This is an optimization exercise on Yosys and OpenROAD, whose aim is small area, not a production implementation. Only simulation tests tie the RTL to the original design; equivalence was not proved. No activity file was given, so power comes from the tool's default toggle rates.

==> design/flow/design.v <==
module instr_register_pipe #(
  parameter int DEPTH = 32,
  parameter int OP_W  = 8,
  localparam int AW    = $clog2(DEPTH),
  localparam int RES_W = 2 * OP_W
) (
  input  logic                    clk,
  input  logic                    reset,
  input  logic                    load_en,
  input  logic [AW-1:0]           write_pointer,
  input  logic [2:0]              opcode,
  input  logic [OP_W-1:0]         operand_a,
  input  logic [OP_W-1:0]         operand_b,
  input  logic                    clear_en,
  input  logic                    rd_en,
  input  logic [AW-1:0]           read_pointer,
  output logic                    rd_valid,
  output logic                    rd_hit,
  output logic [2:0]              rd_opcode,
  output logic [OP_W-1:0]         rd_operand_a,
  output logic [OP_W-1:0]         rd_operand_b,
  output logic [RES_W-1:0]        rd_result,
  output logic                    rd_div0,
  output logic [AW:0]             entry_count,
  output logic                    full
);
  localparam int EW = 3 + 2 * OP_W;
  logic            s1_valid;
  logic [AW-1:0]   s1_ptr;
  logic [EW-1:0]   s1_data;
  always_ff @(posedge clk) begin
    if (reset) s1_valid <= 1'b0;
    else       s1_valid <= load_en;
    s1_ptr  <= write_pointer;
    s1_data <= {opcode, operand_a, operand_b};
  end
  logic [EW-1:0]    mem [DEPTH];
  logic [DEPTH-1:0] valid_q;
  logic [AW:0]      count_q;
  logic [DEPTH-1:0] wsel, wsel_n;
  localparam int NW = (DEPTH + 2) / 3;
  logic [NW*3-1:0] wsel_x, wval_x;
  logic [NW-1:0]   wgrp_n;
  logic            w_was_valid;
  always_comb begin
    for (int k = 0; k < DEPTH; k++) wsel_n[k] = !(s1_valid && (s1_ptr == AW'(k)));
    wsel_x = {{(NW*3-DEPTH){1'b0}}, wsel};
    wval_x = {{(NW*3-DEPTH){1'b0}}, valid_q};
  end
  genvar gw;
  generate for (gw = 0; gw < DEPTH; gw++) begin : g_went
    logic [EW-1:0] ent;
    irp_inv u_wdrv (.a(wsel_n[gw]), .y(wsel[gw]));
    always_ff @(posedge clk) begin
      if (wsel[gw]) ent <= s1_data;
    end
    assign mem[gw] = ent;
  end endgenerate
  generate for (gw = 0; gw < NW; gw++) begin : g_wgrp
    irp_aoi222 u_aoi (
      .s0 (wsel_x[3*gw]),   .d0 (wval_x[3*gw]),
      .s1 (wsel_x[3*gw+1]), .d1 (wval_x[3*gw+1]),
      .s2 (wsel_x[3*gw+2]), .d2 (wval_x[3*gw+2]),
      .y  (wgrp_n[gw])
    );
  end endgenerate
  assign w_was_valid = ~&wgrp_n;
  always_ff @(posedge clk) begin
    if (reset || clear_en) begin
      valid_q <= '0;
      count_q <= '0;
    end else begin
      valid_q <= valid_q | wsel;
      if (s1_valid && !w_was_valid) count_q <= count_q + (AW+1)'(1);
    end
  end
  logic          rd_go, rd_hold;
  logic [EW-1:0] rd_q, rd_d;
  logic          rd_hit_d;
  assign rd_go   = rd_en & ~reset;
  assign rd_hold = ~rd_en & ~reset;
  localparam int NG = (DEPTH + 1 + 2) / 3;
  logic [EW-1:0] rin [NG*3];
  logic [NG*3-1:0] rs;
  logic [DEPTH-1:0] rs_n, rs_drv;
  genvar gr;
  generate for (gr = 0; gr < DEPTH; gr++) begin : g_rsel
    assign rs_n[gr] = !(rd_go && valid_q[gr] && (read_pointer == AW'(gr)));
    irp_inv u_rdrv (.a(rs_n[gr]), .y(rs_drv[gr]));
  end endgenerate
  always_comb begin
    for (int k = 0; k < NG*3; k++) begin
      if (k < DEPTH) begin
        rs[k]  = rs_drv[k];
        rin[k] = mem[k];
      end else if (k == DEPTH) begin
        rs[k]  = rd_hold;
        rin[k] = rd_q;
      end else begin
        rs[k]  = 1'b0;
        rin[k] = '0;
      end
    end
  end
  genvar gb, gg;
  generate for (gb = 0; gb < EW; gb++) begin : g_rbit
    logic [NG-1:0] grp_n;
    for (gg = 0; gg < NG; gg++) begin : g_grp
      irp_aoi222 u_aoi (
        .s0 (rs[3*gg]),   .d0 (rin[3*gg][gb]),
        .s1 (rs[3*gg+1]), .d1 (rin[3*gg+1][gb]),
        .s2 (rs[3*gg+2]), .d2 (rin[3*gg+2][gb]),
        .y  (grp_n[gg])
      );
    end
    assign rd_d[gb] = ~&grp_n;
  end endgenerate
  assign rd_hit_d = (rd_hold & rd_hit) | (|rs[DEPTH-1:0]);
  always_ff @(posedge clk) begin
    rd_valid <= rd_go;
    rd_hit   <= rd_hit_d;
    rd_q     <= rd_d;
  end
  assign {rd_opcode, rd_operand_a, rd_operand_b} = rd_q;
  alu_unit u_alu (
    .op   (rd_opcode),
    .a    (rd_operand_a),
    .b    (rd_operand_b),
    .res  (rd_result),
    .div0 (rd_div0)
  );
  assign entry_count = count_q;
  assign full        = count_q[AW];
endmodule
module alu_unit (
  input  logic [2:0]  op,
  input  logic [7:0]  a,
  input  logic [7:0]  b,
  output logic [15:0] res,
  output logic        div0
);
  genvar i, j;
  logic [7:0] pp [8];
  generate for (i = 0; i < 8; i++) begin : ppr
    for (j = 0; j < 8; j++) begin : ppc
      if ((i == 7) ^ (j == 7)) begin : inv
        assign pp[i][j] = ~(a[j] & b[i]);
      end else begin : pos
        assign pp[i][j] = a[j] & b[i];
      end
    end
  end endgenerate
  logic [8:0] macc [8];
  logic [7:0] mc   [8];
  assign macc[0] = {1'b1, pp[0]};
  generate for (i = 1; i < 8; i++) begin : mrow
    for (j = 0; j < 8; j++) begin : mcol
      logic x, y, ci;
      assign x  = macc[i-1][j+1];
      assign y  = pp[i][j];
      if (j == 0) begin : c0
        assign ci = 1'b0;
      end else begin : cn
        assign ci = mc[i][j-1];
      end
      assign macc[i][j] = x ^ y ^ ci;
      assign mc[i][j]   = (x & y) | (ci & (x ^ y));
    end
    assign macc[i][8] = mc[i][7];
  end endgenerate
  logic [15:0] prod;
  assign prod = {~macc[7][8], macc[7][7:0], macc[6][0], macc[5][0], macc[4][0],
                 macc[3][0], macc[2][0], macc[1][0], macc[0][0]};
  logic       sa, sb, bz;
  logic [7:0] ma, dd;
  assign sa = a[7];
  assign sb = b[7];
  assign bz = (b == 8'd0);
  assign ma = (a ^ {8{sa}}) + {7'd0, sa};
  assign dd = b ^ {8{~sb}};
  logic [8:0] dh1;
  assign dh1[8] = 1'b1;
  generate for (i = 7; i >= 1; i--) begin : hz
    assign dh1[i] = dh1[i+1] & dd[i];
  end endgenerate
  logic [7:0] rem [9];
  logic [7:0] q;
  assign rem[8] = 8'd0;
  generate for (i = 7; i >= 0; i--) begin : drow
    localparam int W = 8 - i;
    logic [W-1:0] t, s;
    logic [W:0]   cy;
    if (W == 1) begin : w1
      assign t = ma[i];
    end else begin : wn
      assign t = {rem[i+1][W-2:0], ma[i]};
    end
    assign cy[0] = ~sb;
    for (j = 0; j < W; j++) begin : dcol
      assign s[j]    = t[j] ^ dd[j] ^ cy[j];
      assign cy[j+1] = (t[j] & dd[j]) | (cy[j] & (t[j] ^ dd[j]));
    end
    assign q[i] = dh1[W] & cy[W];
    if (W == 8) begin : wf
      assign rem[i] = q[i] ? s : t;
    end else begin : wp
      assign rem[i] = {{(8-W){1'b0}}, (q[i] ? s : t)};
    end
  end endgenerate
  logic       is_div, is_sub, use_a, dneg;
  logic [8:0] x9, y9, s9, dsel;
  assign is_div = op[2] & op[1];
  assign is_sub = (op == 3'd4);
  assign use_a  = (op == 3'd1) | (op == 3'd3) | (op == 3'd4);
  assign dsel   = op[0] ? {1'b0, rem[0]} : {1'b0, q};
  assign dneg   = is_div & ~bz & (op[0] ? sa : (sa ^ sb));
  always_comb begin
    x9 = use_a ? {a[7], a} : 9'd0;
    if (is_div)                        y9 = bz ? 9'd0 : (dsel ^ {9{dneg}});
    else if (is_sub)                   y9 = ~{b[7], b};
    else if (op == 3'd2 || op == 3'd3) y9 = {b[7], b};
    else                               y9 = 9'd0;
  end
  assign s9 = x9 + y9 + {8'd0, is_sub | dneg};
  assign res  = (op == 3'd5) ? prod : {{7{s9[8]}}, s9};
  assign div0 = is_div & bz;
endmodule
module irp_aoi222 (
  input  logic s0, d0,
  input  logic s1, d1,
  input  logic s2, d2,
  output logic y
);
  assign y = ~((s0 & d0) | (s1 & d1) | (s2 & d2));
endmodule
module irp_inv (
  input  logic a,
  output logic y
);
  assign y = ~a;
endmodule
==> design/flow/flow/run.sh <==
#!/bin/bash
# Own layout flow: the standard ORFS flow (standard.sh) with
#  - synthesis identical to synth_recipe.tcl except for the ABC mapping script
#    (area-oriented mapping; registers are mapped before ABC, so their names
#    and cell types are those of the standard synthesis),
#  - small port buffers,
#  - a clock tree built from smaller clock buffers without dummy loads.
# Each tool's full output goes to a log file in the work folder.
set -euo pipefail
WORK=$(pwd)
FLOWDIR=$WORK/flow

# Synthesis script: synth_recipe.tcl with ORFS synth.tcl patched to use our ABC script
cp "$FLOW_HOME/scripts/synth_preamble.tcl" "$WORK/my_preamble.tcl"
echo "set abc_args [lreplace \$abc_args 1 1 $FLOWDIR/abc_area.script]" >> "$WORK/my_preamble.tcl"
sed "s#source \$::env(SCRIPTS_DIR)/synth_preamble.tcl#source $WORK/my_preamble.tcl#" "$FLOW_HOME/scripts/synth.tcl" > "$WORK/my_synth_core.tcl"
sed "s#source \$::env(SCRIPTS_DIR)/synth.tcl#source $WORK/my_synth_core.tcl#" "$WORK/synth_recipe.tcl" > "$WORK/my_synth.tcl"
grep -q my_synth_core "$WORK/my_synth.tcl"
grep -q abc_area.script "$WORK/my_preamble.tcl"
sed "s#SYNTH_SCRIPT=[^ ]*#SYNTH_SCRIPT=$WORK/my_synth.tcl#" "$WORK/standard.sh" > "$WORK/my_standard.sh"
grep -q "SYNTH_SCRIPT=$WORK/my_synth.tcl" "$WORK/my_standard.sh"

export BUFFER_PORTS_ARGS="-buffer_cell sky130_fd_sc_hd__buf_1"
export CTS_ARGS="-sink_clustering_enable -repair_clock_nets -dont_use_dummy_load -buf_list sky130_fd_sc_hd__clkbuf_8 -sink_clustering_size 17 -sink_clustering_max_diameter 50"

bash "$WORK/my_standard.sh" synth > "$WORK/log_synth.txt" 2>&1
bash "$WORK/my_standard.sh" > "$WORK/log_layout.txt" 2>&1
==> design/flow/flow/abc_area.script <==
strash
dc2
dch -f
amap
topo
buffer -c
dnsize -c
==> design/flow/standard.sh <==
#!/bin/bash
# synth_recipe.tcl (not shown) runs the flow's synth.tcl, then flattens the netlist and writes it again
# the make line also repeats each setting of config.mk as NAME=value (left out here)
make -C /OpenROAD-flow-scripts/flow DESIGN_CONFIG=/design/flow/config.mk WORK_HOME=/design/flow/orfs CLKGATE_MAP_FILE= SYNTH_SCRIPT=/design/flow/synth_recipe.tcl "${@:-finish}"
==> design/flow/config.mk <==
export PLATFORM = sky130hd
export DESIGN_NAME = instr_register_pipe
export DESIGN_NICKNAME = instr_register_pipe
export VERILOG_FILES = /design/flow/design.v
export SDC_FILE = /design/flow/constraint.sdc
export NUM_CORES = 4
export LEC_CHECK = 0
export CAP_MARGIN = 0
export CORE_MARGIN = 2
export CORE_UTILIZATION = 70
export PLACE_DENSITY = 0.8
export SLEW_MARGIN = 0
export SYNTH_HIERARCHICAL = 1
export SYNTH_MINIMUM_KEEP_SIZE = 0
==> design/flow/constraint.sdc <==
create_clock -name core_clock -period 30.0 [get_ports {clk}]
set_input_delay 6.0000 -clock core_clock [delete_from_list [all_inputs] [get_ports {clk}]]
set_output_delay 6.0000 -clock core_clock [all_outputs]
set_load 0.01 [all_outputs]
==> flow_metrics.py, run 1 <==
metrics = {
    "sta": {
        "slew_violations": 0,
        "setup_tns_ns": 0,
        "relSlewSlack": 0.108,
        "worstMarginPinSlew_ns": 1.33,
        "period_minus_slack_ns": 27.11,
        "final-setup-viol-count": 0,
        "fin_ws_ns": 2.89,
        "rsz0062_at_grt": "no",
        "clock_skew_ns": 0.128,
        "timing.fmax_mhz": 36.9,
        "hold_viol": 0,
        "period_share": 0.904,
    },
    "cts": {
        "insertion_delay_ns": 0.68,
        "cts_hold_buf": 0,
        "cts_buffer_depth": 3,
        "clk_pin_slew_ns": 0.10,
        "cts_resized": 0,
        "htree_levels": 2,
        "clock-root-buffer": "clkbuf_8",
        "postCtsSetupBuffers": 0,
        "cts.sinks": 692,
        "cts_tree": "done",
        "cts_made_buffers": 49,
    },
    "setup_path": {
        "rr_worst_depth": 10,
        "critical_path_class": "flop to output pin",
        "slowest_delay_ns": 0.83,
        "slowest_stage": "dfxtp_1",
        "endpoint_kind": "output pin",
        "crit_path_frequent_cell": "fa_1",
        "r2r_slack_ns": 25.99,
        "worstPathArrival_ns": 21.11,
        "start_kind": "flop",
        "cp.required_ns": 24.00,
        "r2r-start": "s1_ptr[3]",
        "crit-reg2reg-capture": "count_q[5]",
        "cp_max_fo": 19,
    },
    "synthesis": {
        "ys_ff_latch": 692,
        "syn_inst": 1752,
        "synth.distinct_cells": 40,
        "synth-edff-count": 608,
        "synthFlopType": "edfxtp_1",
        "ys_seq_area_frac": 0.722,
        "yosysWarnings": 16,
        "async_reset_ff_frac": 0,
        "synth_area_per_cell_um2": 15.8,
        "synth_area_um2": 27600,
    },
    "run": {
        "drv_cap": 0,
    },
    "global_route": {
        "grt_first_pass_wirelength_mm": 102,
        "grt_start_max_net_pins": 39,
        "grt_pass1_vias": 17000,
        "grt_overflow": 0,
        "track_usage": 0.341,
        "antenna_found_initial": 1,
    },
    "min_path": {
        "worst_hold_path.endpoint": "rd_q[7]",
        "hold_path.class": "flop to flop",
        "min_path_cells": 2,
        "min_from": "g_went[31].ent[7]",
    },
    "final_layout": {
        "antenna_cells": 0,
        "area_growth_pct": 5.77,
        "drive_above_1_share": 0.0538,
        "fin_nets": 1993,
    },
    "die": {
        "num_rows": 72,
        "coreArea_um2": 38800,
        "io_pins": 79,
        "die_area_um2": 41100,
        "die_w_um": 203,
        "start_util": 0.712,
        "die_h_um": 203,
    },
    "placement": {
        "place.gp.congestion": 0.958,
        "post-dp-hpwl_mm": 42.5,
        "io_buffers": 78,
        "pre_cts_ws_ns": 3.71,
    },
    "detailed_routing": {
        "routed_via_density": 7.29,
        "ant_nets": 0,
        "drtPass1Iterations": 9,
        "dr.first_iter.drc_count": 3127,
        "wirelength_mm": 68.8,
        "num_vias": 17300,
        "avgRoutedWirePerCell_um": 28.9,
        "drc": 0,
    },
    "pwr": {
        "powerDensity_nw_per_um2": 51.1,
        "leakagePower_nw": 9.79,
        "vdd_ir_drop_max_mv": 0.0530,
    },
    "status": {
        "status": "finished clean",
    },
}
[sequential cells by signal (all words and copies together), names as in the netlist]
name	flops
count_q	6
g_went.ent	608
rd_hit	1
rd_q	19
rd_valid	1
s1_data	19
s1_ptr	5
s1_valid	1
valid_q	32
[per-module statistics from Yosys, one instance, submodules excluded]
module               cells inside  cell area (um2)  times used
irp_inv                         1             3.75          64
irp_aoi222                      1             10.0         220
alu_unit                      467             3530           1
instr_register_pipe          1001            21700           1
[synthesized netlist by cell type (all sizes together), types with 19 or more instances]
cell type	n	area [um2]
a222oi	220	2200
nand4	92	576
ha	20	250
nand4b	33	289
dfxtp	84	1680
nand2	50	188
o21ai	28	140
fa	77	1540
or2	35	219
clkbuf	32	120
edfxtp	608	18300
o22ai	19	119
inv	147	552
nor2	186	698
[critical path: cells and delay by family, from the launching register on]
family	cells	cell delay (ns)
AO/OA/AOI/OAI	14	3.64
AND/OR/NAND/NOR	26	4.04
flip-flops	1	0.83
adder cells (fa/ha/maj)	28	9.82
buffers and inverters	18	2.07
[report_power, final]
group	internal (mW)	switching, mW	total [mW]
sequential	1.05	0.0147	1.07
combinational	0.00453	0.0129	0.0175
clock	0.146	0.262	0.408
[cell usage in the layout, fill, tap and decap left out, types with 2 or more instances in the layout]
cell        n
clkinv_1    8
clkbuf_8   49
or2_2      35
o31ai_1     2
o21ai_0    28
o22ai_1    19
ha_1       20
o221ai_1    7
inv_1     146
and3_1      4
nand2_1    50
o32ai_1     6
fa_1       77
dfxtp_1    84
a222oi_1  220
a21oi_1    18
nor2b_1     2
buf_4      14
nor2_1    186
a22o_1     10
nand4b_1   33
nand4_1    92
nand3_1     5
nor3_1      8
o22a_1      5
a21o_1      3
edfxtp_1  608
o21a_1      4
or3_1       8
conb_1      2
nor4_1     10
a211oi_1    3
buf_1      78
a31oi_1     7
a311oi_1    3
[cells by family (layout without fill, tap and decap cells)]
kind of cell	count (synthesis)	after routing	share of synthesized area
compound gates	338	338	0.108
other cells	1	2	0.000136
flops	692	692	0.722
fa+ha+maj	97	97	0.0648
simple gates	435	435	0.0795
buf+inv	189	296	0.0258
[worst max path at each step]
stage                     startpoint       endpoint  slack, ns
after global placement       rd_q[7]  rd_result[15]       4.38
after detailed placement     rd_q[7]  rd_result[15]       3.71
after CTS                    rd_q[7]  rd_result[15]       2.97
after global routing         rd_q[7]  rd_result[13]       1.25
final                        rd_q[7]  rd_result[15]       2.89
after floorplan              rd_q[7]  rd_result[10]       6.38
[cell type report]
cell class                 instances  area [um2]
clock buffer                      49         674
fill                            2361        9600
inverter                         155         582
multi-input combinational        872        6980
sequential                       692       19900
tap                              518         648
timing repair buffer              92         398
[metrics by stage]
step | total power [mW] | hold WS (ns) | std cells | utilization | instance area (um2)
2_1_floorplan | 1.09 | 0.443 | 1753 | - | 27600
3_3_place_gp | 1.10 | 0.462 | 2329 | 0.735 | 28600
3_5_place_dp | 1.11 | 0.475 | 2329 | 0.735 | 28600
4_1_cts | 1.49 | 0.393 | 2378 | 0.753 | 29200
5_1_grt | 1.53 | 0.432 | 2378 | 0.753 | 29200
6_report | 1.49 | 0.396 | 2378 | 0.753 | 29200
[per-layer routing]
metal  part of all wire  global-route usage  vias up  wire length [um]
met5                  0                   0        -                 0
met4              0.037               0.137        0              2520
met3               0.14              0.0657      159              9370
met2               0.48               0.536     1397             32700
met1               0.35               0.482     8472             24200
li1                   -                   -     7312                 -
==> run 2: changes to the inputs <==
--- a/design/flow/design.v
+++ b/design/flow/design.v
@@ -37,20 +37,25 @@
   logic [EW-1:0]    mem [DEPTH];
   logic [DEPTH-1:0] valid_q;
   logic [AW:0]      count_q;
-  logic [DEPTH-1:0] wsel, wsel_n;
+  logic [DEPTH-1:0] wsel;
+  logic [3:0]       wpa;
+  logic [7:0]       wpb;
+  always_comb begin
+    for (int i = 0; i < 4; i++) wpa[i] = s1_valid && (s1_ptr[1:0] == 2'(i));
+    for (int j = 0; j < 8; j++) wpb[j] = (s1_ptr[4:2] == 3'(j));
+  end
   localparam int NW = (DEPTH + 2) / 3;
   logic [NW*3-1:0] wsel_x, wval_x;
   logic [NW-1:0]   wgrp_n;
   logic            w_was_valid;
   always_comb begin
-    for (int k = 0; k < DEPTH; k++) wsel_n[k] = !(s1_valid && (s1_ptr == AW'(k)));
     wsel_x = {{(NW*3-DEPTH){1'b0}}, wsel};
     wval_x = {{(NW*3-DEPTH){1'b0}}, valid_q};
   end
   genvar gw;
   generate for (gw = 0; gw < DEPTH; gw++) begin : g_went
     logic [EW-1:0] ent;
-    irp_inv u_wdrv (.a(wsel_n[gw]), .y(wsel[gw]));
+    irp_and2 u_wdrv (.a(wpa[gw % 4]), .b(wpb[gw / 4]), .y(wsel[gw]));
     always_ff @(posedge clk) begin
       if (wsel[gw]) ent <= s1_data;
     end
@@ -82,11 +87,16 @@
   localparam int NG = (DEPTH + 1 + 2) / 3;
   logic [EW-1:0] rin [NG*3];
   logic [NG*3-1:0] rs;
-  logic [DEPTH-1:0] rs_n, rs_drv;
+  logic [DEPTH-1:0] rs_drv;
+  logic [3:0]       rpa;
+  logic [7:0]       rpb;
+  always_comb begin
+    for (int i = 0; i < 4; i++) rpa[i] = rd_go && (read_pointer[1:0] == 2'(i));
+    for (int j = 0; j < 8; j++) rpb[j] = (read_pointer[4:2] == 3'(j));
+  end
   genvar gr;
   generate for (gr = 0; gr < DEPTH; gr++) begin : g_rsel
-    assign rs_n[gr] = !(rd_go && valid_q[gr] && (read_pointer == AW'(gr)));
-    irp_inv u_rdrv (.a(rs_n[gr]), .y(rs_drv[gr]));
+    irp_and3 u_rdrv (.a(rpa[gr % 4]), .b(rpb[gr / 4]), .c(valid_q[gr]), .y(rs_drv[gr]));
   end endgenerate
   always_comb begin
     for (int k = 0; k < NG*3; k++) begin
@@ -233,9 +243,15 @@
 );
   assign y = ~((s0 & d0) | (s1 & d1) | (s2 & d2));
 endmodule
-module irp_inv (
-  input  logic a,
+module irp_and2 (
+  input  logic a, b,
   output logic y
 );
-  assign y = ~a;
-endmodule
+  assign y = a & b;
+endmodule
+module irp_and3 (
+  input  logic a, b, c,
+  output logic y
+);
+  assign y = a & b & c;
+endmodule
--- a/design/flow/config.mk
+++ b/design/flow/config.mk
@@ -7,8 +7,8 @@
 export LEC_CHECK = 0
 export CAP_MARGIN = 0
 export CORE_MARGIN = 2
-export CORE_UTILIZATION = 70
-export PLACE_DENSITY = 0.8
+export CORE_UTILIZATION = 75
+export PLACE_DENSITY = 0.85
 export SLEW_MARGIN = 0
 export SYNTH_HIERARCHICAL = 1
 export SYNTH_MINIMUM_KEEP_SIZE = 0
==> run 2 against run 1 <==
- global-route usage increased by 3.4 points
- hold slack better by 0.083 ns
- sequential share of layout area increased by 0.91 points
- critical path depth unchanged
- via count shrank 0.43%
- core utilization grew 5.6 points
- register-to-register slack improved by 0.16 ns
- non-clock buffer count rose by 13
- synthesized cell count shrank 5.1%
- cell count is 4.9% lower
- design area shrank 1.3%
- area after synthesis is 1.7% lower
- highest routed layer unchanged
==> flow_metrics.py, run 2 <==
metrics = {
    "status": {
        "status": "finished clean",
    },
    "global_route": {
        "busiest_layer": "met2",
        "grt_use_met1": 0.492,
        "antenna_found_initial": 0,
        "grt_overflow": 0,
        "track_usage": 0.375,
        "grt_use_met2": 0.599,
        "met3_usage": 0.0819,
        "grt_pass1_vias": 17500,
        "grt_start_max_net_pins": 39,
        "grt_first_pass_wirelength_mm": 104,
    },
    "sta": {
        "timing.fmax_mhz": 36.2,
        "final-setup-viol-count": 0,
        "hold-worst-slack_ns": 0.479,
        "worstMarginPinSlew_ns": 1.36,
        "relSlewSlack": 0.0937,
        "rsz0062_at_grt": "no",
        "period_share": 0.920,
        "slew_violations": 0,
        "period_minus_slack_ns": 27.60,
        "hold_viol": 0,
        "setup_tns_ns": 0,
        "clock_skew_ns": 0.0553,
    },
    "detailed_routing": {
        "avgRoutedWirePerCell_um": 30.6,
        "routed_via_density": 7.63,
        "wirelength_mm": 69.3,
        "drc": 0,
        "num_vias": 17300,
        "drtPass1Iterations": 25,
        "ant_nets": 0,
        "dr.first_iter.drc_count": 3461,
    },
    "final_layout": {
        "largest_reg_flops": 608,
        "antenna_cells": 0,
        "regArea_um2": 19900,
        "stdcell_count": 2262,
        "n_fill_cell": 1913,
        "final_common_cell": "edfxtp_1",
        "reg.largest.list": "g_went.ent x608, valid_q x32",
        "final_cell_mix": "edfxtp_1, a222oi_1, nor2_1",
        "area_growth_pct": 6.21,
        "multiInputGateArea_um2": 6820,
        "fin_nets": 1934,
        "drive_above_1_share": 0.0472,
        "post-route-util": 0.809,
        "regMostFlops": "g_went.ent",
    },
    "cts": {
        "cts_made_buffers": 49,
        "cts.sinks": 692,
        "clock-root-buffer": "clkbuf_8",
        "insertion_delay_ns": 0.63,
        "htree_levels": 2,
        "cts_resized": 0,
        "cts_buffer_depth": 3,
        "clk_pin_slew_ns": 0.10,
        "cts_hold_buf": 0,
        "postCtsSetupBuffers": 0,
        "cts_tree": "done",
    },
    "pwr": {
        "vdd_ir_drop_max_mv": 0.0545,
        "powerDensity_nw_per_um2": 51.7,
        "leakagePower_nw": 9.46,
    },
    "synthesis": {
        "synth_area_um2": 27200,
        "yosysWarnings": 16,
        "async_reset_ff_frac": 0,
        "ys_ff_latch": 692,
        "yosys-top-cells-area": "edfxtp_1, a222oi_1, dfxtp_1",
        "synth.distinct_cells": 42,
        "synth-edff-count": 608,
        "yosysTopAreaCell": "edfxtp_1",
        "synth_most_common_cell": "edfxtp_1",
        "ys_seq_area_frac": 0.734,
        "synth_common_cells": "edfxtp_1, a222oi_1, nor2_1, dfxtp_1, inv_1",
        "synth.top_cell.area_share": 0.672,
        "synthFlopType": "edfxtp_1",
        "syn_inst": 1662,
        "synth_area_per_cell_um2": 16.3,
    },
    "setup_path": {
        "critical_path_class": "flop to output pin",
        "crit-reg2reg-capture": "count_q[5]",
        "endpoint_kind": "output pin",
        "start_kind": "flop",
        "slowest_delay_ns": 0.88,
        "cp.required_ns": 24.00,
        "cp_max_fo": 18,
        "rr_worst_depth": 9,
        "r2r-start": "s1_valid",
        "slowest_stage": "o22ai_1",
        "crit_path_frequent_cell": "fa_1",
        "worstPathArrival_ns": 21.60,
        "r2r_slack_ns": 26.15,
    },
    "min_path": {
        "worst_hold_path.endpoint": "rd_q[6]",
        "min_path_cells": 2,
        "hold_path.class": "flop to flop",
        "min_from": "g_went[24].ent[6]",
    },
    "die": {
        "die_w_um": 194,
        "io_pins": 79,
        "start_util": 0.762,
        "num_rows": 69,
        "coreArea_um2": 35700,
        "die_area_um2": 37700,
        "die_h_um": 194,
    },
    "placement": {
        "post-dp-hpwl_mm": 42.9,
        "dp_cells": 2213,
        "place.gp.congestion": 0.920,
        "io_buffers": 78,
    },
    "run": {
        "drv_cap": 0,
    },
}
[run 2: changes by cell type after synthesis, moves of 21 or more]
cell and delta:
or2_2 -28, and3_1 +31, nand4_1 -32, and2_1 +32, nor3_1 +21, nand4b_1 -32
inv_1 -66
[run 2: how the worst max path moves through the flow]
stage | startpoint | to | slack [ns] | depth (start not counted)
after detailed placement | rd_q[7] | rd_result[12] | 3.25 | 86
after CTS | rd_q[7] | rd_result[12] | 2.58 | 86
final | rd_q[7] | rd_result[12] | 2.40 | 86
after global placement | rd_q[7] | rd_result[13] | 4.08 | 86
after global routing | rd_q[15] | rd_result[12] | 0.79 | 88
after floorplan | rd_q[7] | rd_result[10] | 6.04 | 85
[run 2: worst max-delay path, delay by kind of cell (launching register included)]
kind,cells,cell delay (ns)
AO/OA/AOI/OAI,15,4.35
adder cells (fa/ha/maj),28,9.86
buffers and inverters,18,2.27
flip-flops,1,0.78
AND/OR/NAND/NOR,25,3.71
[run 2: power by group]
part	switching, mW	internal [mW]	leakage, nW
Sequential	0.0163	1.05	6.16
Clock	0.260	0.146	0.352
Combinational	0.0106	0.00420	2.95
[run 2: layout make-up]
type                    count  share of cell area
multi-input cells         865               0.236
repair buffers            105              0.0172
clock buffers              49              0.0234
inverters                  90              0.0117
well taps                 461              0.0200
flip-flops and latches    692               0.691
[run 2: layer usage]
metal,up-vias,share of wire
li1,7109,-
met1,8370,0.33
met2,1534,0.48
met3,252,0.14
met4,0,0.056
met5,-,0
[run 2: modules after synthesis (local to each module, per instance)]
module / area, um2 / cells / flops+latches
irp_and3: 6.26 / 1 / 0
irp_and2: 6.26 / 1 / 0
irp_aoi222: 10.0 / 1 / 0
alu_unit: 3520 / 465 / 0
instr_register_pipe: 21000 / 913 / 692
[run 2: logic make-up after synthesis]
family	after synthesis	share of synthesized area
other cells	1	0.000138
compound gates	342	0.111
simple gates	424	0.0741
buf+inv	106	0.0148
flops	692	0.734
fa+ha+maj	97	0.0660
[run 2: per-stage QoR]
stage | total power [mW] | worst slack [ns] | cell area, um2
finish | 1.49 | 2.40 | 28800
global route | 1.53 | 0.786 | 28800
CTS | 1.49 | 2.58 | 28800
detailed placement | 1.11 | 3.25 | 28200
global placement | 1.10 | 4.08 | 28200
floorplan | 1.09 | 6.04 | 27200
==> run 3: changes to the inputs <==
--- a/design/flow/config.mk
+++ b/design/flow/config.mk
@@ -7,8 +7,8 @@
 export LEC_CHECK = 0
 export CAP_MARGIN = 0
 export CORE_MARGIN = 2
-export CORE_UTILIZATION = 75
-export PLACE_DENSITY = 0.85
+export CORE_UTILIZATION = 70
+export PLACE_DENSITY = 0.8
 export SLEW_MARGIN = 0
 export SYNTH_HIERARCHICAL = 1
 export SYNTH_MINIMUM_KEEP_SIZE = 0
==> run 3 against run 2 <==
- via count down 1.5%
- clock-buffer cell count up 1
- global-route usage down 2.9 points
- sequential cell count unchanged
- die area up 7.0%
- cell count up 2.6%
- area after synthesis unchanged
- still clean
- fmax down 0.30%
- register-to-register slack worse by 0.05 ns
- total power up 0.40%
- hold slack better by 0.0055 ns
==> flow_metrics.py, run 3 <==
metrics = {
    "pwr": {
        "powerDensity_nw_per_um2": 51.7,
        "leakagePower_nw": 9.47,
        "vdd_ir_drop_max_mv": 0.0543,
    },
    "synthesis": {
        "yosys-top-cells-area": "edfxtp_1, a222oi_1, dfxtp_1",
        "synthSimpleGateAreaFrac": 0.0741,
        "yosysWarnings": 16,
        "ys_seq_area_frac": 0.734,
        "synthFlopType": "edfxtp_1",
        "synth_common_cells": "edfxtp_1, a222oi_1, nor2_1, dfxtp_1, inv_1",
        "synth_top_family_by_area": "compound AO/OA/AOI/OAI gates",
        "yosysTopAreaCell": "edfxtp_1",
        "synthAdderAreaFrac": 0.0660,
        "synth_most_common_cell": "edfxtp_1",
        "synth_compound_area_frac": 0.111,
        "synth.distinct_cells": 42,
        "synth.area.mux_share": 0,
        "synth.top_cell.area_share": 0.672,
        "synth_area_um2": 27200,
        "async_reset_ff_frac": 0,
        "synth_xor_area_frac": 0,
        "synth-edff-count": 608,
        "syn_inst": 1662,
        "ys_ff_latch": 692,
        "synth_area_per_cell_um2": 16.3,
    },
    "detailed_routing": {
        "drtPass1Iterations": 10,
        "num_vias": 17000,
        "avgRoutedWirePerCell_um": 29.8,
        "wirelength_mm": 69.2,
        "drc": 0,
        "ant_nets": 0,
        "dr.first_iter.drc_count": 3144,
        "routed_via_density": 7.33,
    },
    "die": {
        "die_w_um": 201,
        "io_pins": 79,
        "coreArea_um2": 38500,
        "die_h_um": 201,
        "num_rows": 72,
        "start_util": 0.706,
        "die_area_um2": 40400,
    },
    "global_route": {
        "track_usage": 0.346,
        "grt_overflow": 0,
        "antenna_found_initial": 1,
        "grt_start_max_net_pins": 39,
        "grt_pass1_vias": 16900,
        "grt_first_pass_wirelength_mm": 103,
    },
    "run": {
        "drv_cap": 0,
    },
    "cts": {
        "clock-root-buffer": "clkbuf_8",
        "insertion_delay_ns": 0.67,
        "cts.sinks": 692,
        "cts_hold_buf": 0,
        "cts_resized": 0,
        "cts_made_buffers": 50,
        "postCtsSetupBuffers": 0,
        "htree_levels": 2,
        "clk_pin_slew_ns": 0.10,
        "cts_buffer_depth": 3,
        "cts_tree": "done",
    },
    "sta": {
        "timing.fmax_mhz": 36.1,
        "slew_violations": 0,
        "hold_viol": 0,
        "clock_skew_ns": 0.0649,
        "final-setup-viol-count": 0,
        "fin_ws_ns": 2.32,
        "hold-worst-slack_ns": 0.485,
        "worstMarginPinSlew_ns": 1.38,
        "relSlewSlack": 0.0773,
        "rsz0062_at_grt": "no",
        "period_share": 0.923,
        "period_minus_slack_ns": 27.68,
        "setup_tns_ns": 0,
    },
    "setup_path": {
        "slowest_delay_ns": 0.89,
        "cp_num_buf_inv": 18,
        "cp_max_fo": 18,
        "crit_path_frequent_cell": "fa_1",
        "cp.required_ns": 24.00,
        "cp.depth": 86,
        "critical_path_class": "flop to output pin",
        "r2r_slack_ns": 26.10,
        "cpLargestDelayFamily": "adder cells",
        "slowest_stage": "o22ai_1",
        "endpoint_kind": "output pin",
        "start_kind": "flop",
        "worstPathArrival_ns": 21.68,
        "rr_worst_depth": 9,
    },
    "final_layout": {
        "regMostFlops": "g_went.ent",
        "final_area_um2": 28900,
        "antenna_cells": 0,
        "reg.largest.list": "g_went.ent x608, valid_q x32",
        "area_growth_pct": 6.53,
        "largest_reg_flops": 608,
        "final_cell_mix": "edfxtp_1, a222oi_1, nor2_1",
        "final_common_cell": "edfxtp_1",
        "fin_nets": 1935,
        "drive_above_1_share": 0.0483,
    },
    "placement": {
        "io_buffers": 78,
        "post-dp-hpwl_mm": 41.8,
        "place.gp.congestion": 0.899,
        "placed_cell_area_um2": 28200,
        "pre_cts_ws_ns": 3.30,
    },
    "status": {
        "status": "finished clean",
    },
    "min_path": {
        "min_path_cells": 2,
        "hold_path.class": "flop to flop",
    },
}
## run 3: cell count changes in the layout (fill, tap and decap cells not counted), sizes merged
cell    before  now
clkbuf      49   50
## run 3: per-module statistics from Yosys, one instance, submodules excluded
module / cells / area, um2
instr_register_pipe: 913 / 21000
alu_unit: 465 / 3520
irp_aoi222: 1 / 10.0
irp_and2: 1 / 6.26
irp_and3: 1 / 6.26
## run 3: cells by family (layout without fill, tap and decap cells)
| logic type | count (synthesis) | after routing |
|---|---|---|
| DFF | 692 | 692 |
| and+or+nand+nor | 424 | 424 |
| AOI/OAI and AO/OA | 342 | 342 |
| buffers and inverters | 106 | 245 |
| adders and majority gates | 97 | 97 |
| other | 1 | 2 |
## run 3: per-layer routing
| layer | GRT usage | part of all wire |
|---|---|---|
| met1 | 0.477 | 0.35 |
| met2 | 0.551 | 0.47 |
| met3 | 0.0696 | 0.13 |
| met4 | 0.144 | 0.038 |
| met5 | 0 | 0 |
## run 3: report_power, final
group | total, mW | leakage, nW | internal [mW] | switching [mW]
clock network | 0.412 | 0.359 | 0.149 | 0.263
logic | 0.0148 | 2.95 | 0.00415 | 0.0106
registers | 1.07 | 6.16 | 1.05 | 0.0162
## run 3: worst min-delay path: cells and delay by family, from the launching register on
kind	cells	cell delay, ns
DFF	1	0.33
AOI/OAI and AO/OA	1	0.06
and+or+nand+nor	1	0.07
## run 3: final cells by class
class | instances | area, um2
flip-flops and latches | 692 | 19900
fillers | 2349 | 9540
multi-input cells | 865 | 6820
clock buffers | 50 | 688
well taps | 518 | 648
repair buffers | 105 | 495
inverters | 90 | 338
## run 3: worst paths after layout
kind	startpoint	endpoint
worst max-delay path	rd_q[7]	rd_result[13]
worst min-delay path	g_went[27].ent[0]	rd_q[0]
worst max register to register	s1_valid	count_q[5]
worst min register to register	g_went[27].ent[0]	rd_q[0]
## run 3: metrics by stage
step / total power, mW / utilization / cells
6_report: 1.50 / 0.752 / 2320
5_1_grt: 1.53 / 0.752 / 2320
4_1_cts: 1.50 / 0.752 / 2320
3_5_place_dp: 1.11 / 0.734 / 2270
3_3_place_gp: 1.10 / 0.734 / 2270
2_1_floorplan: 1.09 / - / 1663
==> run 4: changes to the inputs <==
--- a/design/flow/design.v
+++ b/design/flow/design.v
@@ -55,7 +55,7 @@
   genvar gw;
   generate for (gw = 0; gw < DEPTH; gw++) begin : g_went
     logic [EW-1:0] ent;
-    irp_and2 u_wdrv (.a(wpa[gw % 4]), .b(wpb[gw / 4]), .y(wsel[gw]));
+    irp_inv u_wdrv (.a(~(wpa[gw % 4] & wpb[gw / 4])), .y(wsel[gw]));
     always_ff @(posedge clk) begin
       if (wsel[gw]) ent <= s1_data;
     end
@@ -243,11 +243,11 @@
 );
   assign y = ~((s0 & d0) | (s1 & d1) | (s2 & d2));
 endmodule
-module irp_and2 (
-  input  logic a, b,
+module irp_inv (
+  input  logic a,
   output logic y
 );
-  assign y = a & b;
+  assign y = ~a;
 endmodule
 module irp_and3 (
   input  logic a, b, c,
==> design/flow/flow/abc_area.script (replaced) <==
strash
dc2
dch -f
amap
topo
dnsize -c
==> run 4 against run 3 <==
- synthesized cell count up 0.90%
- sequential cell count unchanged
- clock power about the same
- wire length fell by 1.6%
- still clean on timing, DRC and antenna
- area after synthesis up 0.18%
- non-clock buffer count down 20
==> flow_metrics.py, run 4 <==
metrics = {
    "synthesis": {
        "synth_area_per_cell_um2": 16.2,
        "syn_inst": 1677,
        "ys_seq_area_frac": 0.733,
        "ys_ff_latch": 692,
        "synth_most_common_cell": "edfxtp_1",
        "synthFlopType": "edfxtp_1",
        "synth.distinct_cells": 36,
        "synth-edff-count": 608,
        "yosysTopAreaCell": "edfxtp_1",
        "async_reset_ff_frac": 0,
        "synth_common_cells": "edfxtp_1, a222oi_1, nor2_1, clkinv_1, dfxtp_1",
        "synth_area_um2": 27200,
        "yosys-top-cells-area": "edfxtp_1, a222oi_1, dfxtp_1",
        "yosysWarnings": 16,
        "synth.top_cell.area_share": 0.671,
    },
    "status": {
        "status": "finished clean",
    },
    "detailed_routing": {
        "drc": 0,
        "avgRoutedWirePerCell_um": 29.2,
        "drtPass1Iterations": 11,
        "ant_nets": 0,
        "routed_via_density": 7.29,
        "wirelength_mm": 68.1,
        "num_vias": 17000,
        "dr.first_iter.drc_count": 3072,
    },
    "cts": {
        "clock-root-buffer": "clkbuf_8",
        "cts_buffer_depth": 3,
        "cts_hold_buf": 0,
        "cts_made_buffers": 49,
        "postCtsSetupBuffers": 0,
        "insertion_delay_ns": 0.67,
        "htree_levels": 2,
        "cts_resized": 0,
        "cts.sinks": 692,
        "clk_pin_slew_ns": 0.10,
        "cts_tree": "done",
    },
    "setup_path": {
        "start_kind": "flop",
        "endpoint_kind": "output pin",
        "cpLargestDelayFamily": "adder cells",
        "critical_path_class": "flop to output pin",
        "slowest_delay_ns": 0.95,
        "worstPathArrival_ns": 22.01,
        "cp.depth": 85,
        "cp.required_ns": 24.00,
        "crit_path_frequent_cell": "fa_1",
        "cp_num_buf_inv": 18,
        "rr_worst_depth": 10,
        "cp_max_fo": 19,
        "slowest_stage": "o22ai_1",
    },
    "pwr": {
        "leakagePower_nw": 9.14,
        "powerDensity_nw_per_um2": 51.8,
        "vdd_ir_drop_max_mv": 0.0669,
    },
    "placement": {
        "io_buffers": 78,
        "placed_cell_area_um2": 28200,
        "post-dp-hpwl_mm": 41.0,
        "place.gp.congestion": 0.918,
    },
    "die": {
        "num_rows": 72,
        "io_pins": 79,
        "die_h_um": 201,
        "start_util": 0.707,
        "die_w_um": 201,
        "coreArea_um2": 38500,
        "die_area_um2": 40500,
    },
    "final_layout": {
        "fin_nets": 1944,
        "area_growth_pct": 6.12,
        "largest_reg_flops": 608,
        "final_area_um2": 28900,
        "drive_above_1_share": 0.0309,
        "regMostFlops": "g_went.ent",
        "final_common_cell": "edfxtp_1",
        "final_cell_mix": "edfxtp_1, a222oi_1, nor2_1",
        "antenna_cells": 0,
        "reg.largest.list": "g_went.ent x608, valid_q x32",
    },
    "global_route": {
        "grt_start_max_net_pins": 39,
        "grt_first_pass_wirelength_mm": 101,
        "track_usage": 0.340,
        "antenna_found_initial": 0,
        "grt_pass1_vias": 16400,
        "grt_overflow": 0,
    },
    "sta": {
        "timing.fmax_mhz": 35.7,
        "period_share": 0.934,
        "clock_skew_ns": 0.0459,
        "slew_violations": 0,
        "setup_tns_ns": 0,
        "relSlewSlack": 0.105,
        "final-setup-viol-count": 0,
        "worstMarginPinSlew_ns": 1.34,
        "hold_viol": 0,
        "rsz0062_at_grt": "no",
        "period_minus_slack_ns": 28.01,
    },
    "min_path": {
        "min_path_cells": 2,
        "hold_path.class": "flop to flop",
    },
    "run": {
        "drv_cap": 0,
    },
}
## run 4: cell types whose count changed after synthesis, sizes merged, moves of 4 or more
cell and change:
a2111oi -4, clkinv +113, and2 -32, clkbuf -15, nor3 -13, a211oi +4, o22ai +5, nand3 +12
or2 +29, o21ai -4, inv -81
## run 4: where the power goes
part	switching (mW)	leakage, nW	internal, mW
Clock	0.265	0.352	0.146
Combinational	0.0108	2.63	0.00403
Sequential	0.0158	6.16	1.05
Total	0.292	9.14	1.20
## run 4: path summary, 6_finish.rpt
path / end / startpoint / slack (ns)
hold reg to reg: rd_q[14] / g_went[27].ent[14] / 0.46
hold / removal: rd_q[14] / g_went[27].ent[14] / 0.46
setup / recovery: rd_result[8] / rd_q[7] / 1.99
setup reg to reg: count_q[5] / s1_ptr[0] / 25.44
## run 4: layer usage
metal,part of all wire,global-route usage
met5,0,0
met4,0.045,0.148
met3,0.13,0.0745
met2,0.47,0.531
met1,0.35,0.473
## run 4: cells by family (layout without fill, tap and decap cells)
group | after synthesis | after routing | share of synthesized area
flops | 692 | 692 | 0.733
compound gates | 341 | 341 | 0.110
fa+ha+maj | 97 | 97 | 0.0659
buf+inv | 123 | 256 | 0.0171
simple gates | 423 | 423 | 0.0738
other cells | 1 | 2 | 0.000138
## run 4: modules after synthesis (local to each module, per instance)
module	cells inside	flip-flops and latches	times used
irp_and3	1	0	32
instr_register_pipe	940	692	1
alu_unit	453	0	1
irp_aoi222	1	0	220
irp_inv	1	0	32
## run 4: area by class of cell
class	count	area [um2]
fill	2318	9600
clock buffer	49	674
timing repair buffer	85	345
multi-input combinational	863	6810
tap	518	648
inverter	122	458
sequential	692	19900
## run 4: metrics by stage
stage | power, mW | instances | hold slack, ns | worst slack (ns) | utilization
2_1_floorplan | 1.09 | 1678 | 0.443 | 5.50 | -
3_3_place_gp | 1.10 | 2280 | 0.455 | 3.85 | 0.733
3_5_place_dp | 1.11 | 2280 | 0.465 | 2.88 | 0.733
4_1_cts | 1.49 | 2329 | 0.470 | 2.13 | 0.751
5_1_grt | 1.53 | 2329 | 0.488 | 0.207 | 0.751
6_report | 1.50 | 2329 | 0.460 | 1.99 | 0.751
## run 4: tightest hold or removal path, cell delays in order, from the launching register on
cell      delay [ns]
edfxtp_1        0.32
a222oi_1        0.06
nand4_1         0.07
==> run 5: changes to the inputs <==
==> design/flow/flow/abc_area.script (replaced) <==
strash
dc2
dch -f
amap
topo
buffer -c
dnsize -c
==> run 5 against run 4 <==
- non-clock buffer count shrank 2
- cell count about the same
- largest power group unchanged
- wire length down 1.1%
- worst setup slack improved by 0.83 ns
- clock-buffer cell count stayed put
- via count fell by 0.48%
- critical path type unchanged
==> flow_metrics.py, run 5 <==
metrics = {
    "status": {
        "status": "finished clean",
    },
    "pwr": {
        "vdd_ir_drop_max_mv": 0.0476,
        "pwr-share-comb": 0.010,
        "switchingPower_uw": 292,
        "powerDensity_nw_per_um2": 51.8,
        "power.internal_mw": 1.20,
        "pwr-share-seq": 0.715,
        "p_total_mw": 1.50,
        "clkPwrFrac": 0.275,
        "switching_share": 0.195,
        "leakagePower_nw": 9.61,
    },
    "synthesis": {
        "synthFlopType": "edfxtp_1",
        "synth-edff-count": 608,
        "synthSimpleGateAreaFrac": 0.0736,
        "ys_seq_area_frac": 0.731,
        "synth_area_per_cell_um2": 16.1,
        "synth.area.mux_share": 0,
        "synth.distinct_cells": 39,
        "synthAdderAreaFrac": 0.0657,
        "yosysWarnings": 16,
        "synth_compound_area_frac": 0.110,
        "ys_ff_latch": 692,
        "async_reset_ff_frac": 0,
        "synth_area_um2": 27300,
        "yosys-top-cells-area": "edfxtp_1, a222oi_1, dfxtp_1",
        "yosysTopAreaCell": "edfxtp_1",
        "synth_top_family_by_area": "compound AO/OA/AOI/OAI gates",
        "synth_most_common_cell": "edfxtp_1",
        "synth.top_cell.area_share": 0.670,
        "synth_common_cells": "edfxtp_1, a222oi_1, nor2_1, inv_1, dfxtp_1",
        "synth_xor_area_frac": 0,
        "syn_inst": 1692,
    },
    "setup_path": {
        "endpoint_kind": "output pin",
        "worstPathArrival_ns": 21.18,
        "slowest_stage": "dfxtp_1",
        "cp-startpoint": "rd_q[7]",
        "slowest_delay_ns": 0.81,
        "critical_path_class": "flop to output pin",
        "start_kind": "flop",
        "crit_path_frequent_cell": "fa_1",
        "cp_num_buf_inv": 18,
        "cp.required_ns": 24.00,
        "r2r-start": "s1_ptr[0]",
        "cpLargestDelayFamily": "adder cells",
        "cp_max_fo": 19,
    },
    "final_layout": {
        "antenna_cells": 0,
        "final_common_cell": "edfxtp_1",
        "stdcell_count": 2327,
        "drive_above_1_share": 0.0509,
        "regMostFlops": "g_went.ent",
        "reg.largest.list": "g_went.ent x608, valid_q x32",
        "final_cell_mix": "edfxtp_1, a222oi_1, nor2_1",
        "largest_reg_flops": 608,
        "final_area_um2": 28900,
        "area_growth_pct": 5.85,
        "n_fill_cell": 2380,
        "fin_nets": 1942,
        "post-route-util": 0.748,
    },
    "detailed_routing": {
        "dr.first_iter.drc_count": 2931,
        "avgRoutedWirePerCell_um": 29.0,
        "num_vias": 16900,
        "routed_via_density": 7.26,
        "drc": 0,
        "ant_nets": 0,
        "wirelength_mm": 67.4,
        "drtPass1Iterations": 6,
    },
    "die": {
        "io_pins": 79,
        "die_w_um": 201,
        "coreArea_um2": 38600,
        "num_rows": 72,
        "die_area_um2": 40500,
        "die_h_um": 201,
        "start_util": 0.707,
    },
    "placement": {
        "post-dp-hpwl_mm": 41.5,
        "place.gp.congestion": 0.940,
        "dp_cells": 2278,
        "pre_cts_ws_ns": 3.70,
        "placed_cell_area_um2": 28200,
        "io_buffers": 78,
    },
    "min_path": {
        "min_from": "g_went[24].ent[18]",
        "hold_path.class": "flop to flop",
    },
    "sta": {
        "final-setup-viol-count": 0,
        "setup_tns_ns": 0,
        "slew_violations": 0,
        "clock_skew_ns": 0.0693,
        "fin_ws_ns": 2.82,
        "relSlewSlack": 0.106,
        "period_share": 0.906,
        "period_minus_slack_ns": 27.18,
        "hold_viol": 0,
        "timing.fmax_mhz": 36.8,
        "rsz0062_at_grt": "no",
        "hold-worst-slack_ns": 0.484,
        "worstMarginPinSlew_ns": 1.34,
    },
    "cts": {
        "cts.sinks": 692,
        "cts_resized": 0,
        "postCtsSetupBuffers": 0,
        "cts_buffer_depth": 3,
        "insertion_delay_ns": 0.67,
        "cts_tree": "done",
        "clock-root-buffer": "clkbuf_8",
        "cts_hold_buf": 0,
        "cts_made_buffers": 49,
        "htree_levels": 2,
        "clk_pin_slew_ns": 0.09,
    },
    "global_route": {
        "grt_start_max_net_pins": 39,
        "antenna_found_initial": 0,
        "grt_first_pass_wirelength_mm": 101,
        "grt_overflow": 0,
        "grt_pass1_vias": 16700,
        "track_usage": 0.337,
    },
    "run": {
        "drv_cap": 0,
    },
}
run 5: cell count changes in the layout (fill, tap and decap cells not counted):
cell,before,now
clkinv_1,122,8
inv_1,0,113
or2_2,0,36
or2_0,35,0
buf_4,7,5
inv_2,0,1
nor2_1,193,192
nor2_2,0,1
or2_1,1,0
run 5: logic make-up (layout without fill, tap and decap cells):
| kind of cell | Yosys count | in the layout |
|---|---|---|
| simple gates | 423 | 423 |
| flops | 692 | 692 |
| other cells | 1 | 2 |
| buf+inv | 138 | 254 |
| compound gates | 341 | 341 |
| fa+ha+maj | 97 | 97 |
run 5: layout make-up:
cell class | count | area, um2 | share of cell area
Clock buffer | 49 | 674 | 0.0234
Sequential cell | 692 | 19900 | 0.691
Tap cell | 518 | 648 | 0.0225
Inverter | 122 | 458 | 0.0159
Multi-Input combinational cell | 863 | 6810 | 0.236
Timing Repair Buffer | 83 | 330 | 0.0114
run 5: worst reg2reg max path, stage by stage, from the launching register on:
cell	delay (ns)
dfxtp_1	0.40
inv_1	0.08
nand3_1	0.26
or2_2	0.18
inv_1	0.44
a222oi_1	0.83
nand3_1	0.16
nor4_1	0.81
and3_1	0.33
nand4_1	0.12
a211oi_1	0.25
run 5: path summary, 6_finish.rpt:
kind,cells past startpoint,end,slack (ns)
setup reg to reg,10,count_q[5],26.07
hold reg to reg,2,rd_q[18],0.48
setup / recovery,86,rd_result[11],2.82
hold / removal,2,rd_q[18],0.48
run 5: power by group through the flow:
| stage | Clock [mW] | Sequential, mW | Combinational (mW) |
|---|---|---|---|
| floorplan | 0 | 1.08 | 0.00818 |
| global placement | 0 | 1.09 | 0.0138 |
| detailed placement | 0 | 1.09 | 0.0142 |
| CTS | 0.416 | 1.07 | 0.0142 |
| global route | 0.450 | 1.07 | 0.0159 |
| finish | 0.412 | 1.07 | 0.0146 |
run 5: modules after synthesis, one instance, submodules excluded:
module | times used | cell area [um2]
alu_unit | 1 | 3510
instr_register_pipe | 1 | 21200
irp_and3 | 32 | 6.26
irp_aoi222 | 220 | 10.0
irp_inv | 32 | 3.75
run 5: metal layers:
metal | wire length [um] | global-route usage | vias to the layer above
met2 | 32100 | 0.535 | 1294
met4 | 3320 | 0.177 | 0
met1 | 23500 | 0.453 | 8283
met3 | 8510 | 0.0659 | 183
met5 | 0 | 0 | -
li1 | - | - | 7129
==> run 6: changes to the inputs <==
--- a/design/flow/flow/run.sh
+++ b/design/flow/flow/run.sh
@@ -21,7 +21,7 @@
 grep -q "SYNTH_SCRIPT=$WORK/my_synth.tcl" "$WORK/my_standard.sh"
 
 export BUFFER_PORTS_ARGS="-buffer_cell sky130_fd_sc_hd__buf_1"
-export CTS_ARGS="-sink_clustering_enable -repair_clock_nets -dont_use_dummy_load -buf_list sky130_fd_sc_hd__clkbuf_8 -sink_clustering_size 17 -sink_clustering_max_diameter 50"
+export CTS_ARGS="-sink_clustering_enable -repair_clock_nets -dont_use_dummy_load -buf_list sky130_fd_sc_hd__clkbuf_8 -sink_clustering_size 20 -sink_clustering_max_diameter 35"
 
 bash "$WORK/my_standard.sh" synth > "$WORK/log_synth.txt" 2>&1
 bash "$WORK/my_standard.sh" > "$WORK/log_layout.txt" 2>&1
==> run 6 against run 5 <==
- sequential cell count stayed put
- register-to-register slack gained 0.03 ns
- synthesized cell count is the same
- clock-buffer cell count is 38 higher
- sequential power hardly changed
- fmax rose by 0.33%
- largest cell class unchanged
- largest power group unchanged
==> flow_metrics.py, run 6 <==
metrics = {
    "global_route": {
        "grt_first_pass_wirelength_mm": 102,
        "antenna_found_initial": 0,
        "grt_pass1_vias": 17000,
        "track_usage": 0.341,
        "grt_start_max_net_pins": 39,
        "grt_overflow": 0,
    },
    "sta": {
        "setup_tns_ns": 0,
        "slew_violations": 0,
        "clock_skew_ns": 0.0594,
        "timing.fmax_mhz": 36.9,
        "worstMarginPinSlew_ns": 1.33,
        "rsz0062_at_grt": "no",
        "hold_viol": 0,
        "period_minus_slack_ns": 27.09,
        "final-setup-viol-count": 0,
        "relSlewSlack": 0.112,
        "period_share": 0.903,
    },
    "final_layout": {
        "drive_above_1_share": 0.0704,
        "final_common_cell": "edfxtp_1",
        "largest_reg_flops": 608,
        "reg.largest.list": "g_went.ent x608, valid_q x32",
        "fin_nets": 1980,
        "area_growth_pct": 7.77,
        "final_cell_mix": "edfxtp_1, a222oi_1, nor2_1",
        "regMostFlops": "g_went.ent",
        "antenna_cells": 0,
    },
    "synthesis": {
        "synth_area_per_cell_um2": 16.1,
        "synth_area_um2": 27300,
        "yosysWarnings": 16,
        "ys_ff_latch": 692,
        "syn_inst": 1692,
        "yosysTopAreaCell": "edfxtp_1",
        "yosys-top-cells-area": "edfxtp_1, a222oi_1, dfxtp_1",
        "synth.top_cell.area_share": 0.670,
        "synth_common_cells": "edfxtp_1, a222oi_1, nor2_1, inv_1, dfxtp_1",
        "synth-edff-count": 608,
        "synth_most_common_cell": "edfxtp_1",
        "synth.distinct_cells": 39,
        "ys_seq_area_frac": 0.731,
        "synthFlopType": "edfxtp_1",
        "async_reset_ff_frac": 0,
    },
    "setup_path": {
        "cp.required_ns": 24.00,
        "start_kind": "flop",
        "crit_path_frequent_cell": "fa_1",
        "cp_num_buf_inv": 19,
        "cp_max_fo": 16,
        "critical_path_class": "flop to output pin",
        "endpoint_kind": "output pin",
        "slowest_stage": "dfxtp_1",
        "worstPathArrival_ns": 21.09,
        "slowest_delay_ns": 0.66,
        "cpLargestDelayFamily": "adder cells",
    },
    "placement": {
        "io_buffers": 78,
        "place.gp.congestion": 0.940,
        "post-dp-hpwl_mm": 41.5,
    },
    "detailed_routing": {
        "drc": 0,
        "met2_length_mm": 32.3,
        "routed_via_density": 7.23,
        "num_vias": 17100,
        "ant_nets": 0,
        "drtPass1Iterations": 7,
        "wirelength_mm": 68.2,
        "highest_layer": "met4",
        "dr_wl_met3_mm": 9.00,
        "avgRoutedWirePerCell_um": 28.9,
        "dr.first_iter.drc_count": 2875,
        "wl_met1_mm": 23.7,
    },
    "cts": {
        "cts_hold_buf": 0,
        "clock-root-buffer": "clkbuf_8",
        "clk_pin_slew_ns": 0.08,
        "postCtsSetupBuffers": 0,
        "htree_levels": 3,
        "insertion_delay_ns": 0.66,
        "cts_resized": 0,
        "cts_made_buffers": 87,
        "cts.sinks": 692,
        "cts_buffer_depth": 3,
        "cts_tree": "done",
    },
    "min_path": {
        "hold_path.class": "flop to flop",
    },
    "die": {
        "start_util": 0.707,
        "die_h_um": 201,
        "num_rows": 72,
        "io_pins": 79,
        "coreArea_um2": 38600,
        "die_w_um": 201,
        "die_area_um2": 40500,
    },
    "pwr": {
        "p_total_mw": 1.63,
        "powerDensity_nw_per_um2": 55.5,
        "vdd_ir_drop_max_mv": 0.0399,
        "leakagePower_nw": 9.88,
    },
    "status": {
        "status": "finished clean",
    },
    "run": {
        "drv_cap": 0,
    },
}
-- run 6: cell count changes in the layout (fill, tap and decap cells not counted) --
cell | before | now
clkbuf_8 | 49 | 87
-- run 6: logic make-up after synthesis --
kind of cell    count (synthesis)  share of synthesized area
buf+inv                       138                     0.0191
compound gates                341                      0.110
other cells                     1                   0.000138
simple gates                  423                     0.0736
fa+ha+maj                      97                     0.0657
flops                         692                      0.731
-- run 6: worst reg2reg max path, cell delays in order (launching register included) --
cell      delay, ns
dfxtp_1        0.38
inv_1          0.07
nand3_1        0.27
or2_2          0.18
inv_1          0.45
a222oi_1       0.78
nand3_1        0.15
nor4_1         0.83
and3_1         0.34
nand4_1        0.12
a211oi_1       0.24
-- run 6: final cells by class --
cell class / count / area [um2]
fill: 2322 / 9180
clock buffer: 87 / 1200
multi-input combinational: 863 / 6810
inverter: 122 / 458
tap: 518 / 648
sequential: 692 / 19900
timing repair buffer: 83 / 330
-- run 6: per-module statistics from Yosys, one instance, submodules excluded --
module,cells inside,copies in the design,area [um2]
alu_unit,464,1,3510
instr_register_pipe,944,1,21200
irp_and3,1,32,6.26
irp_aoi222,1,220,10.0
irp_inv,1,32,3.75
-- run 6: layer usage --
metal / global-route usage / vias up
li1: - / 7200
met3: 0.0734 / 164
met2: 0.535 / 1361
met1: 0.458 / 8363
met5: 0 / -
met4: 0.178 / 0
-- run 6: stage by stage --
| step | utilization | std cells | worst slack, ns | area [um2] | hold slack, ns |
|---|---|---|---|---|---|
| 2_1_floorplan | - | 1693 | 6.29 | 27300 | 0.443 |
| 5_1_grt | 0.762 | 2365 | 1.02 | 29400 | 0.492 |
| 3_3_place_gp | 0.731 | 2278 | 4.38 | 28200 | 0.455 |
| 3_5_place_dp | 0.731 | 2278 | 3.70 | 28200 | 0.458 |
| 4_1_cts | 0.762 | 2365 | 2.99 | 29400 | 0.466 |
| 6_report | 0.762 | 2365 | 2.91 | 29400 | 0.468 |
-- run 6: path summary, 6_finish.rpt --
| check | from | end | slack (ns) | depth (start not counted) |
|---|---|---|---|---|
| worst max register to register | s1_ptr[1] | count_q[5] | 26.10 | 10 |
| worst min-delay path | g_went[27].ent[16] | rd_q[16] | 0.47 | 2 |
| worst min register to register | g_went[27].ent[16] | rd_q[16] | 0.47 | 2 |
| worst max-delay path | rd_q[15] | rd_result[11] | 2.91 | 87 |
-- run 6: where the power goes --
part           switching, mW  total, mW  internal [mW]
registers             0.0159       1.07           1.05
clock network          0.289      0.545          0.256
logic                 0.0107     0.0147        0.00394

-- afterwards: timing with drivers on the ports --
Ports are ideal in the flow. The routed layouts listed here were re-timed in OpenROAD.
Step 1 assumes that a clkbuf_16 drives the clock port and a buf_2 every other input.
Step 2 adds t to the input delays and takes it off the output delays; t is the mean of the earliest and latest rising clock arrival at the registers after step 1. Input paths then give back, and output paths get back, about the clock's delay inside the block.
Three values: ideal, step 1, step 2; two values: the first two.
| run | shift t [ns] | slack for setup (ns) | worst setup path after step 2 | clock arrival spread, ns | worst register clock-pin slew, ns |
|---|---|---|---|---|---|
| run 1 | 0.665 | 2.889 / 2.840 / 3.505 | register to output | 0.130 / 0.130 | 0.10 / 0.10 |
| run 2 | 0.650 | 2.399 / 2.352 / 3.002 | register to output | 0.057 / 0.056 | 0.10 / 0.10 |
| run 3 | 0.684 | 2.317 / 2.268 / 2.953 | register to output | 0.065 / 0.065 | 0.11 / 0.11 |
| run 4 | 0.699 | 1.986 / 1.937 / 2.636 | register to output | 0.047 / 0.046 | 0.10 / 0.10 |
| run 5 | 0.688 | 2.821 / 2.767 / 3.454 | register to output | 0.069 / 0.069 | 0.11 / 0.11 |
| run 6 | 0.681 | 2.911 / 2.858 / 3.540 | register to output | 0.071 / 0.071 | 0.10 / 0.10 |
After both steps every run listed still meets setup and hold.
